Source: an optimization exercise on an open RTL-to-GDS flow (aim: small area, a short achievable clock period and few clock cycles). Production flows keep margins and buffers that such runs may drop.
Where RTL was checked, it was by simulation tests only, not by an equivalence proof against the original.
No activity file was given, so power comes from the tool's default toggle rates.

## cpu_idle_power_mode_controller
module cpu_idle_power_mode_controller (
  input  wire logic        clk,
  input  wire logic        rst,
  input  wire logic        req_valid,
  output logic             req_ready,
  input  wire logic [1:0]  req_cmd,
  input  wire logic [2:0]  req_cpu,
  input  wire logic [31:0] req_base_index,
  input  wire logic [15:0] req_sleep_length,
  input  wire logic        req_cancel,
  input  wire logic [1:0]  req_mode_type,
  input  wire logic        req_system_refused,
  output logic             rsp_valid,
  input  wire logic        rsp_ready,
  output logic [31:0]      rsp_result_index,
  output logic [3:0]       rsp_entered_modes,
  output logic [3:0]       rsp_exited_modes,
  output logic [7:0]       rsp_wake_cpus,
  output logic             rsp_core_off,
  output logic             rsp_core_on,
  output logic             rsp_cluster_off,
  output logic             rsp_cluster_on,
  output logic [1:0]       rsp_cluster_number,
  output logic             rsp_system_enter,
  output logic             rsp_system_exit,
  output logic             rsp_exit_cancelled,
  input  wire logic        cfg_valid,
  output logic             cfg_ready,
  input  wire logic [2:0]  cfg_index,
  input  wire logic [63:0] cfg_data
);
Size: roughly 1,700 cells after synthesis, ~190 I/O pins.
==> flow/config.mk <==
export PLATFORM = sky130hd
export DESIGN_NAME = cpu_idle_power_mode_controller
export DESIGN_NICKNAME = cpu_idle_power_mode_controller
export VERILOG_FILES = /design/flow/design.v
export SDC_FILE = /design/flow/constraint.sdc
export NUM_CORES = 4
export LEC_CHECK = 0
export CAP_MARGIN = 20
export CORE_MARGIN = 2
export CORE_UTILIZATION = 55
export CTS_CLUSTER_DIAMETER = 80
export CTS_CLUSTER_SIZE = 25
export SETUP_SLACK_MARGIN = 2.8
export SLEW_MARGIN = 20
==> flow/constraint.sdc <==
create_clock -name core_clock -period 5.5 [get_ports {clk}]
set_input_delay 1.1000 -clock core_clock [delete_from_list [all_inputs] [get_ports {clk}]]
set_output_delay 1.1000 -clock core_clock [all_outputs]
set_load 0.01 [all_outputs]
standard.sh (not shown) runs the stock make flow with config.mk's settings and CLKGATE_MAP_FILE= SYNTH_SCRIPT=/design/flow/synth_recipe.tcl, a recipe that flattens the netlist after the stock synthesis.
==> flow/flow/run.sh <==
#!/bin/bash
# Layout flow: the standard flow, with the port buffers of buffer_ports made from
# sky130_fd_sc_hd__buf_1 instead of the cell buffer_ports picks by itself. The synthesis is the
# standard one, unchanged. Each step's full output goes to a log of its own in this folder.
set -euo pipefail
bash standard.sh synth > synth.log 2>&1
export BUFFER_PORTS_ARGS="-buffer_cell sky130_fd_sc_hd__buf_1"
bash standard.sh floorplan > floorplan.log 2>&1
bash standard.sh place > place.log 2>&1
bash standard.sh cts > cts.log 2>&1
bash standard.sh route > route.log 2>&1
bash standard.sh finish > finish.log 2>&1
Change:
==> flow/run.sh (new file) <==
#!/bin/bash
# synth_recipe.tcl (not shown) runs the flow's synth.tcl, then flattens the netlist and writes it again
# the make line also repeats each setting of config.mk as NAME=value (left out here)
make -C /OpenROAD-flow-scripts/flow DESIGN_CONFIG=/design/flow/config.mk WORK_HOME=/design/flow/orfs CLKGATE_MAP_FILE= SYNTH_SCRIPT=/design/flow/synth_recipe.tcl finish
Settings changed: ABC_CLOCK_PERIOD_IN_PS from default to 2500, CORE_UTILIZATION 55 to 40, CTS_CLUSTER_DIAMETER 80 to default, CTS_CLUSTER_SIZE 25 to default.
removed: flow/flow/run.sh
removed: flow/standard.sh
What happened: The changed run produced a clean layout. Die area is higher by 37%. Clock-buffer cell count is higher by 29. Design area is higher by 7.9%.
Change:
Settings changed: ABC_CLOCK_PERIOD_IN_PS 2500 to default, CORE_UTILIZATION 40 to 55, CTS_BUF_LIST from default to sky130_fd_sc_hd__clkbuf_4 sky130_fd_sc_hd__clkbuf_8, SETUP_SLACK_MARGIN 2.8 to 3.3.
Result: Power fell by a few percent. Hold slack is about the same. Critical path depth rose by 7. Maximum frequency is about the same. Core utilization rose by 22 points. Via count rose by a few percent. Worst setup slack gets better by 0.0063 ns.
Function was not checked in any run of this note: the RTL went through the layout flow alone.

========
== onyx ==
cpu_idle_power_mode_controller, a different RTL version from the one above (not shown whole).
Size in the first run: roughly 1600 cells after synthesis, ~580 flip-flops.
## cpu_idle_power_mode_controller
module cpu_idle_power_mode_controller (
  input  wire logic        clk,
  input  wire logic        rst,
  input  wire logic        req_valid,
  output logic             req_ready,
  input  wire logic [1:0]  req_cmd,
  input  wire logic [2:0]  req_cpu,
  input  wire logic [31:0] req_base_index,
  input  wire logic [15:0] req_sleep_length,
  input  wire logic        req_cancel,
  input  wire logic [1:0]  req_mode_type,
  input  wire logic        req_system_refused,
  output logic             rsp_valid,
  input  wire logic        rsp_ready,
  output logic [31:0]      rsp_result_index,
  output logic [3:0]       rsp_entered_modes,
  output logic [3:0]       rsp_exited_modes,
  output logic [7:0]       rsp_wake_cpus,
  output logic             rsp_core_off,
  output logic             rsp_core_on,
  output logic             rsp_cluster_off,
  output logic             rsp_cluster_on,
  output logic [1:0]       rsp_cluster_number,
  output logic             rsp_system_enter,
  output logic             rsp_system_exit,
  output logic             rsp_exit_cancelled,
  input  wire logic        cfg_valid,
  output logic             cfg_ready,
  input  wire logic [2:0]  cfg_index,
  input  wire logic [63:0] cfg_data
);
  cipm_pkg::cfg_t regs;
  cipm_pkg::req_t req;
  ...
export LEC_CHECK = 0
export CAP_MARGIN = 20
export CORE_MARGIN = 2
export CORE_UTILIZATION = 65
export CTS_CLUSTER_DIAMETER = 90
export CTS_CLUSTER_SIZE = 30
export SETUP_SLACK_MARGIN = 3.0
export SLEW_MARGIN = 20
create_clock -name core_clock -period 5.5 [get_ports {clk}]
==> flow/flow/run.sh <==
#!/bin/bash
# Layout flow: the standard flow, with the port buffers of buffer_ports made from
# sky130_fd_sc_hd__buf_1 instead of the cell buffer_ports picks by itself. The synthesis is the
# standard one, unchanged. Each step's full output goes to a log of its own in this folder.
set -euo pipefail
bash standard.sh synth > synth.log 2>&1
export BUFFER_PORTS_ARGS="-buffer_cell sky130_fd_sc_hd__buf_1"
bash standard.sh floorplan > floorplan.log 2>&1
bash standard.sh place > place.log 2>&1
bash standard.sh cts > cts.log 2>&1
bash standard.sh route > route.log 2>&1
bash standard.sh finish > finish.log 2>&1
The flow did not stop early for onyx: all stages ran, and the layout cleared the timing, DRC and antenna checks.
Testbench counts of onyx, summed over its fixed seeds: cycles 21,366.
[inputs] quartz vs onyx
-- flow/config.mk --
<<< onyx, line 9
export CORE_MARGIN = 2
export CORE_UTILIZATION = 65
export CTS_CLUSTER_DIAMETER = 90
export CTS_CLUSTER_SIZE = 30
export SETUP_SLACK_MARGIN = 3.0
export SLEW_MARGIN = 20
>>> quartz, line 9
export CORE_MARGIN = 2
export CORE_UTILIZATION = 65
export CTS_CLUSTER_DIAMETER = 80
export CTS_CLUSTER_SIZE = 25
export SETUP_SLACK_MARGIN = 3.0
export SLEW_MARGIN = 20
--- outcome ---
The slack of the worst reg-to-reg path in quartz sits 0.02 ns below the value recorded for onyx. Compared with onyx, quartz shows a sequential fraction of total cell area that is 0.43 points lower. Taking onyx as the reference, in quartz clock power up about 16%; multi-input logic cell count stayed essentially flat; total routed wirelength shows an increase of about 1.2%. onyx → quartz: filler cell count in the final layout saw a decrease, number of cells traversed by the worst register-to-register path has decreased, part of the total power dissipated in combinational logic down 0.4 points. Comparing onyx against quartz, there is no change at all in half-perimeter wire length after placement.

## what the ideal ports hide
How much do the figures lean on ideal ports? The routed layouts below were timed once more, with nothing changed but the port constraints. Step 1 sets driving cells, clkbuf_16 on the clock port and buf_2 on the other inputs (assumed; they add their load-dependent delay and slew). Step 2 moves the port delays by t, midway between the first and last clock arrival at a register: inputs arrive t later, outputs are due t later. That takes back most of the time a late clock gives input paths. Three values: ideal, step 1, step 2; two values: the first two.
run	shift t [ns]	setup WS [ns]	worst setup path at the end	worst register clock-pin slew, ns
the first run of note 1	0.627	2.713 / 2.721 / 2.095	input to register	0.10 / 0.10
the second run of note 1	0.686	2.757 / 2.714 / 2.108	input to register	0.07 / 0.07
the third run of note 1	0.722	2.763 / 2.763 / 2.105	input to register	0.07 / 0.07
onyx	0.625	2.909 / 2.847 / 2.296	input to register	0.12 / 0.12
quartz	0.661	2.908 / 2.846 / 2.334	input to register	0.10 / 0.10
After both steps every run listed still meets setup and hold. The setup slack of the third run of note 1, which loses most, moves by 0.000 ns with the drivers and by -0.658 ns with both steps.
